From an optimization exercise on the open Yosys and OpenROAD flow, aimed at small area and a short achievable clock period; shortcuts taken in it are not production practice. At most, simulation tests tie the RTL to the original design; equivalence was not proved. The clock port is modelled as an ideal driver, which makes a skipped or thinned clock tree look cheaper than it is; a real chip needs a root buffer or a tree. No activity file was given, so power comes from the tool's default toggle rates.

== the baseline ==
==> module data_memory_responder, before the edit <==
module data_memory_responder #(
    parameter int DEPTH_LOG2 = 6,
    parameter int LATENCY    = 2
) (
    input  logic        clk,
    input  logic        reset,
    input  logic        req,
    input  logic        we,
    input  logic [31:0] addr,
    input  logic [31:0] wdata,
    output logic        ready,
    output logic [31:0] rdata,
    output logic        err,
    output logic        busy
);
    localparam int NRING = 8;
    localparam int RLEN  = 8;
    logic unused_addr_bits;
    assign unused_addr_bits = &{1'b0, addr[31:8], LATENCY[0], DEPTH_LOG2[0]};
    logic busy_q, a0, a1, a2, ready_q;
    logic idle_q;     
    always_ff @(posedge clk or negedge reset) begin
        if (!reset) begin
            busy_q  <= 1'b0;
            idle_q  <= 1'b1;
            a0      <= 1'b0;
            a1      <= 1'b0;
            a2      <= 1'b0;
            ready_q <= 1'b0;
        end else begin
            busy_q  <= busy_q ? !ready_q : req;
            idle_q  <= busy_q ? ready_q : !req;
            a0      <= idle_q && req;
            a1      <= a0;
            a2      <= a1;
            ready_q <= a2;
        end
    end
    logic             lat_we;
    logic [1:0]       lat_addr;
    logic [31:0]      lat_wdata;
    logic [NRING-1:0] ring_oh;
    logic             err_q;
    always_ff @(posedge clk) begin
        if (idle_q) begin
            lat_we    <= we;
            lat_addr  <= addr[1:0];
            lat_wdata <= wdata;
            for (int r = 0; r < NRING; r++) ring_oh[r] <= (addr[7:5] == 3'(r));
        end
    end
    always_ff @(posedge clk) err_q <= (lat_addr[1:0] != 2'b00);
    logic [2:0] ph;
    always_ff @(posedge clk) ph <= ph + 3'd1;
    logic [2:0]      pos_new;
    logic [RLEN-1:0] lpos;
    logic            al_new, al_lat;
    assign pos_new = addr[4:2] + ph;
    always_ff @(posedge clk) begin
        if (idle_q) begin
            for (int p = 0; p < RLEN; p++) lpos[p] <= (pos_new + 3'd1 == 3'(p));
        end else begin
            lpos <= {lpos[RLEN-2:0], lpos[RLEN-1]};
        end
    end
    assign al_new  = (addr[1:0] == 2'b00);
    assign al_lat  = (lat_addr[1:0] == 2'b00);
    logic             st_new, st_lat;
    logic [NRING-1:0] wen0, wen4;
    assign st_new = reset && req && we && al_new;
    assign st_lat = (a0 || a1 || a2) && lat_we && al_lat;
    always_ff @(posedge clk) begin
        for (int r = 0; r < NRING; r++) begin
            wen0[r] <= idle_q ? (st_new && addr[7:5] == 3'(r) && pos_new == 3'd6)
                              : (st_lat && ring_oh[r] && lpos[6]);
            wen4[r] <= idle_q ? (st_new && addr[7:5] == 3'(r) && pos_new == 3'd2)
                              : (st_lat && ring_oh[r] && lpos[2]);
        end
    end
    logic [31:0] ring [NRING][RLEN];
    for (genvar r = 0; r < NRING; r++) begin : g_ring
        always_ff @(posedge clk) begin
            for (int p = 0; p < RLEN; p++) begin
                if (p == 0)      ring[r][p] <= wen0[r] ? lat_wdata : ring[r][RLEN-1];
                else if (p == 4) ring[r][p] <= wen4[r] ? lat_wdata : ring[r][p-1];
                else             ring[r][p] <= ring[r][p-1];
            end
        end
    end
    logic             ld_new, ld_lat, hit_new, hit_lat;
    logic [NRING-1:0] rsel0, rsel3, rsel6;
    logic             cap;
    assign ld_new  = req && !we && al_new;
    assign ld_lat  = (a0 || a1) && !lat_we && al_lat;
    assign hit_new = (pos_new == 3'd7) || (pos_new == 3'd2) || (pos_new == 3'd5);
    assign hit_lat = lpos[7] || lpos[2] || lpos[5];
    always_ff @(posedge clk) begin
        for (int r = 0; r < NRING; r++) begin
            rsel0[r] <= idle_q ? (ld_new && addr[7:5] == 3'(r) && pos_new == 3'd7)
                               : (ld_lat && ring_oh[r] && lpos[7]);
            rsel3[r] <= idle_q ? (ld_new && addr[7:5] == 3'(r) && pos_new == 3'd2)
                               : (ld_lat && ring_oh[r] && lpos[2]);
            rsel6[r] <= idle_q ? (ld_new && addr[7:5] == 3'(r) && pos_new == 3'd5)
                               : (ld_lat && ring_oh[r] && lpos[5]);
        end
    end
    always_ff @(posedge clk or negedge reset) begin
        if (!reset) cap <= 1'b0;
        else        cap <= idle_q ? (req && (!al_new || (!we && hit_new)))
                                  : (ld_lat && hit_lat);
    end
    logic [31:0] rd_mux;
    always_comb begin
        rd_mux = 32'h0;
        for (int r = 0; r < NRING; r++) begin
            rd_mux = rd_mux | ({32{rsel0[r]}} & ring[r][0]) | ({32{rsel3[r]}} & ring[r][3]) |
                     ({32{rsel6[r]}} & ring[r][6]);
        end
    end
    logic        clr;
    logic [31:0] rdata_q;
    always_ff @(posedge clk or negedge reset) begin
        if (!reset) clr <= 1'b1;
        else        clr <= 1'b0;
    end
    always_ff @(posedge clk) begin
        if (clr)      rdata_q <= 32'h0;
        else if (cap) rdata_q <= rd_mux;
    end
    assign ready = ready_q;
    assign busy  = busy_q;
    assign rdata = rdata_q;
    assign err   = err_q;
endmodule
export LEC_CHECK = 0
export CAP_MARGIN = 20
export CORE_MARGIN = 2
export CORE_UTILIZATION = 66
export SETUP_SLACK_MARGIN = 2.6
export SLEW_MARGIN = 20
create_clock -name core_clock -period 4.5 [get_ports {clk}]
standard.sh (not shown) runs the stock make flow with config.mk's settings and CLKGATE_MAP_FILE= SYNTH_SCRIPT=/design/flow/synth_recipe.tcl, a recipe that flattens the netlist after the stock synthesis.
==> flow/flow/run.sh <==
#!/bin/bash
# Layout flow: the standard ORFS flow (standard.sh), with the clock tree
# built by flow/pre_cts.tcl (a two-level balanced tree) instead of TritonCTS.
# The whole make/ORFS output goes to standard_flow.log in the work folder;
# ORFS also keeps each step's own log under orfs/logs/.
set -euo pipefail
export PRE_CTS_TCL="$PWD/flow/pre_cts.tcl"
bash standard.sh > standard_flow.log 2>&1
Other scripts of this flow, unchanged in this note and not shown: flow/flow/my_tree.tcl, flow/flow/pre_cts.tcl
#### Input delta (the candidate over the baseline)
--- a/flow/design.v
+++ b/flow/design.v
@@ -35,48 +35,41 @@
             a2      <= a1;
             ready_q <= a2;
         end
     end
     logic             lat_we;
-    logic [1:0]       lat_addr;
+    logic [4:0]       lat_addr;
     logic [31:0]      lat_wdata;
     logic [NRING-1:0] ring_oh;
     logic             err_q;
     always_ff @(posedge clk) begin
         if (idle_q) begin
             lat_we    <= we;
-            lat_addr  <= addr[1:0];
+            lat_addr  <= addr[4:0];
             lat_wdata <= wdata;
             for (int r = 0; r < NRING; r++) ring_oh[r] <= (addr[7:5] == 3'(r));
         end
     end
     always_ff @(posedge clk) err_q <= (lat_addr[1:0] != 2'b00);
     logic [2:0] ph;
     always_ff @(posedge clk) ph <= ph + 3'd1;
-    logic [2:0]      pos_new;
-    logic [RLEN-1:0] lpos;
-    logic            al_new, al_lat;
+    logic [2:0] pos_new, pos_lat;
+    logic       al_new, al_lat;
     assign pos_new = addr[4:2] + ph;
-    always_ff @(posedge clk) begin
-        if (idle_q) begin
-            for (int p = 0; p < RLEN; p++) lpos[p] <= (pos_new + 3'd1 == 3'(p));
-        end else begin
-            lpos <= {lpos[RLEN-2:0], lpos[RLEN-1]};
-        end
-    end
+    assign pos_lat = lat_addr[4:2] + ph;
     assign al_new  = (addr[1:0] == 2'b00);
     assign al_lat  = (lat_addr[1:0] == 2'b00);
     logic             st_new, st_lat;
     logic [NRING-1:0] wen0, wen4;
     assign st_new = reset && req && we && al_new;
     assign st_lat = (a0 || a1 || a2) && lat_we && al_lat;
     always_ff @(posedge clk) begin
         for (int r = 0; r < NRING; r++) begin
             wen0[r] <= idle_q ? (st_new && addr[7:5] == 3'(r) && pos_new == 3'd6)
-                              : (st_lat && ring_oh[r] && lpos[6]);
+                              : (st_lat && ring_oh[r] && pos_lat == 3'd6);
             wen4[r] <= idle_q ? (st_new && addr[7:5] == 3'(r) && pos_new == 3'd2)
-                              : (st_lat && ring_oh[r] && lpos[2]);
+                              : (st_lat && ring_oh[r] && pos_lat == 3'd2);
         end
     end
     logic [31:0] ring [NRING][RLEN];
     for (genvar r = 0; r < NRING; r++) begin : g_ring
         always_ff @(posedge clk) begin
@@ -91,19 +84,19 @@
     logic [NRING-1:0] rsel0, rsel3, rsel6;
     logic             cap;
     assign ld_new  = req && !we && al_new;
     assign ld_lat  = (a0 || a1) && !lat_we && al_lat;
     assign hit_new = (pos_new == 3'd7) || (pos_new == 3'd2) || (pos_new == 3'd5);
-    assign hit_lat = lpos[7] || lpos[2] || lpos[5];
+    assign hit_lat = (pos_lat == 3'd7) || (pos_lat == 3'd2) || (pos_lat == 3'd5);
     always_ff @(posedge clk) begin
         for (int r = 0; r < NRING; r++) begin
             rsel0[r] <= idle_q ? (ld_new && addr[7:5] == 3'(r) && pos_new == 3'd7)
-                               : (ld_lat && ring_oh[r] && lpos[7]);
+                               : (ld_lat && ring_oh[r] && pos_lat == 3'd7);
             rsel3[r] <= idle_q ? (ld_new && addr[7:5] == 3'(r) && pos_new == 3'd2)
-                               : (ld_lat && ring_oh[r] && lpos[2]);
+                               : (ld_lat && ring_oh[r] && pos_lat == 3'd2);
             rsel6[r] <= idle_q ? (ld_new && addr[7:5] == 3'(r) && pos_new == 3'd5)
-                               : (ld_lat && ring_oh[r] && lpos[5]);
+                               : (ld_lat && ring_oh[r] && pos_lat == 3'd5);
         end
     end
     always_ff @(posedge clk or negedge reset) begin
         if (!reset) cap <= 1'b0;
         else        cap <= idle_q ? (req && (!al_new || (!we && hit_new)))
==> comparison <==
The baseline and the candidate ended up with nearly the same cell area.
Diff the baseline -> the candidate: synthesized-area fraction occupied by adder cells essentially unchanged; post-synthesis area per instance essentially unchanged; sum of internal, switching and leakage power decreased about 1.5%; global-route usage increased 0.30 points; internal power component decreased 310 uW.
The candidate ends up with a wire length that is 2.3 mm higher than in the baseline.
Any difference in total number of sequential cells between the baseline and the candidate is small enough to ignore.
Looking at register-to-register setup slack across the baseline and the candidate, the one that comes out lower is the candidate.
Taking the baseline as the reference, in the candidate detailed-placement wirelength estimate saw an increase; fraction of synthesized area in multiplexers comparable.
No run of this note included a check of the RTL's function; only the layout flow was run. No run of this note takes its clock network from TritonCTS; it comes from the design's own scripts or RTL.

========
== red ==
Another version of the RTL of data_memory_responder (not shown whole).
Size: roughly 3800 cells after synthesis, ~2200 flip-flops.
==> module data_memory_responder, before the edit <==
module data_memory_responder #(
    parameter int DEPTH_LOG2 = 6,
    parameter int LATENCY    = 2
) (
    input  logic        clk,
    input  logic        reset,
    input  logic        req,
    input  logic        we,
    input  logic [31:0] addr,
    input  logic [31:0] wdata,
    output logic        ready,
    output logic [31:0] rdata,
    output logic        err,
    output logic        busy
);
    localparam int NRING = 16;
    localparam int RLEN  = 4;
    logic unused_addr_bits;
    assign unused_addr_bits = &{1'b0, addr[31:8], LATENCY[0], DEPTH_LOG2[0]};
    logic busy_q, a0, a1, a2, ready_q;
    logic idle_q;     
    logic acc;        
    assign acc = idle_q && req;
    always_ff @(posedge clk or negedge reset) begin
        if (!reset) begin
            busy_q  <= 1'b0;
            idle_q  <= 1'b1;
            a0      <= 1'b0;
            a1      <= 1'b0;
            a2      <= 1'b0;
            ready_q <= 1'b0;
        end else begin
            busy_q  <= busy_q ? !ready_q : req;
            idle_q  <= busy_q ? ready_q : !req;
            a0      <= acc;
            a1      <= a0;
            a2      <= a1;
            ready_q <= a2;
        end
    end
    logic        lat_we;
    logic [7:0]  lat_addr;
    logic [31:0] lat_wdata;
    logic        err_q;
    always_ff @(posedge clk) begin
        if (idle_q) begin
            lat_we    <= we;
            lat_addr  <= addr[7:0];
            lat_wdata <= wdata;
            err_q     <= (addr[1:0] != 2'b00);
        end
    end
    logic       aligned;
    logic [3:0] ring_ix;
    logic [1:0] slot;
    assign aligned = (lat_addr[1:0] == 2'b00);
    assign ring_ix = lat_addr[7:4];
    assign slot    = lat_addr[3:2];
    logic [1:0] ph;
    always_ff @(posedge clk) ph <= ph + 2'd1;
    logic [1:0] pos_now, pos_next;
    assign pos_now  = slot + ph;
    assign pos_next = slot + ph + 2'd1;
    logic       st_new, st_lat;
    logic [1:0] pos_new;
    assign st_new  = reset && acc && we && (addr[1:0] == 2'b00);
    assign pos_new = addr[3:2] + ph;
    assign st_lat  = (a0 || a1 || a2) && lat_we && aligned;
    logic [NRING-1:0] wen;
    always_ff @(posedge clk) begin
        for (int r = 0; r < NRING; r++) begin
            wen[r] <= (st_new && addr[7:4] == 4'(r) && pos_new == 2'd2) ||
                      (st_lat && ring_ix == 4'(r) && pos_now == 2'd2);
        end
    end
    logic [31:0] ring [NRING][RLEN];
    for (genvar r = 0; r < NRING; r++) begin : g_ring
        always_ff @(posedge clk) begin
            ring[r][0] <= wen[r] ? lat_wdata : ring[r][RLEN-1];
            for (int p = 1; p < RLEN; p++) ring[r][p] <= ring[r][p-1];
        end
    end
    logic [2*NRING-1:0] rsel;
    logic               cap;
    always_ff @(posedge clk) begin
        for (int r = 0; r < NRING; r++) begin
            rsel[2*r]   <= aligned && !lat_we && ring_ix == 4'(r) && pos_next == 2'd0;
            rsel[2*r+1] <= aligned && !lat_we && ring_ix == 4'(r) && pos_next == 2'd2;
        end
    end
    always_ff @(posedge clk or negedge reset) begin
        if (!reset) cap <= 1'b0;
        else        cap <= (a0 || a1) && !lat_we && (!aligned || !pos_next[0]) ||
                           a0 && !aligned;
    end
    logic [31:0] rd_mux;
    always_comb begin
        rd_mux = 32'h0;
        for (int r = 0; r < NRING; r++) begin
            rd_mux = rd_mux | ({32{rsel[2*r]}} & ring[r][0]) | ({32{rsel[2*r+1]}} & ring[r][2]);
        end
    end
    logic [31:0] rdata_q;
    always_ff @(posedge clk or negedge reset) begin
        if (!reset)   rdata_q <= 32'h0;
        else if (cap) rdata_q <= rd_mux;
    end
    assign ready = ready_q;
    assign busy  = busy_q;
    assign rdata = rdata_q;
    assign err   = err_q;
endmodule
Settings: LEC_CHECK=0, CAP_MARGIN=20, CORE_MARGIN=2, CORE_UTILIZATION=60, CTS_CLUSTER_DIAMETER=80, CTS_CLUSTER_SIZE=30, SETUP_SLACK_MARGIN=2.5, SLEW_MARGIN=20; clock period 4.5 ns.
run.sh (not shown) runs the stock make flow with config.mk's settings and CLKGATE_MAP_FILE= SYNTH_SCRIPT=/design/flow/synth_recipe.tcl, a recipe that flattens the netlist after the stock synthesis.
Stock flow here: none of the scripts above is used.
### red -> orange
-- flow/design.v --
<<< red, line 101
        end
    end
    logic [31:0] rdata_q;
    always_ff @(posedge clk or negedge reset) begin
        if (!reset)   rdata_q <= 32'h0;
        else if (cap) rdata_q <= rd_mux;
    end
>>> orange, line 101
        end
    end
    logic        clr;
    logic [31:0] rdata_q;
    always_ff @(posedge clk or negedge reset) begin
        if (!reset) clr <= 1'b1;
        else        clr <= 1'b0;
    end
    always_ff @(posedge clk) begin
        if (clr)      rdata_q <= 32'h0;
        else if (cap) rdata_q <= rd_mux;
    end
[summary]
- No stage failed in orange, and the final checks on the layout all came back clean.
- Against red, orange comes in 1.3% lower on met1 layer wirelength in the final routing.
- As far as residual antenna-violating net count after detailed routing is concerned, orange and red perform about the same.
- In the flow results for red and orange, the logic gate share of total power is larger on red.
- CTS buffer count: red vs orange — no meaningful difference
- Multi-input combinational gate total (orange vs. red) decreases slightly
- Looking at worst setup path endpoint, the rdata[20] result is from red; the busy one comes from orange.
- In the reports for red and orange, the smaller iteration-0 DRC count of the detailed router belongs to orange.
- The final reports for orange and red show layout overhead on the synthesized area higher in the former.
- Xor/xnor cell area share of the yosys netlist: orange vs red, no meaningful difference
- Diff orange..red | fill cell instance count of the final layout | negligible
- Worst hold slack ended up 150 ps lower on orange than on red.
- NOTE: clock share of power in orange exceeds that of red
- Met1 track demand over resource essentially unchanged between orange and red.
- The number of standard cells in the final layout excluding fillers on orange is in line with that on red.
For red, only the layout was checked, not whether the RTL still works.

port drivers added, routing unchanged:
The results above use ideal ports. As a check the final layouts listed here were re-extracted and re-timed, cells and wires unchanged. Step 1: set_driving_cell puts a clkbuf_16 on clk and a buf_2 on each other input, an assumption about the parent block. Step 2 moves the port delays by t, midway between the first and last clock arrival at a register: inputs arrive t later, outputs are due t later. That takes back most of the time a late clock gives input paths. Slacks: ideal / step 1 / step 2; pairs: ideal / step 1.
run	t, ns	setup slack, ns	hold WS [ns]	worst setup path at the end	slew at the worst register clock pin (ns)
the baseline	0.682	2.489 / 2.371 / 1.935	0.325 / 0.325 / 0.325	input to register	0.11 / 0.11
the candidate	0.681	2.357 / 2.379 / 1.807	0.283 / 0.134 / 0.330	input to register	0.11 / 0.11
red	0.757	2.291 / 2.221 / 1.885	0.235 / 0.193 / 0.325	input to register	0.12 / 0.12
orange	0.766	2.366 / 2.290 / 1.751	0.087 / 0.032 / 0.323	input to register	0.11 / 0.11
After both steps every run listed still meets setup and hold. For orange, which loses most, drivers alone change the setup slack by -0.076 ns; drivers and shift together by -0.615 ns.
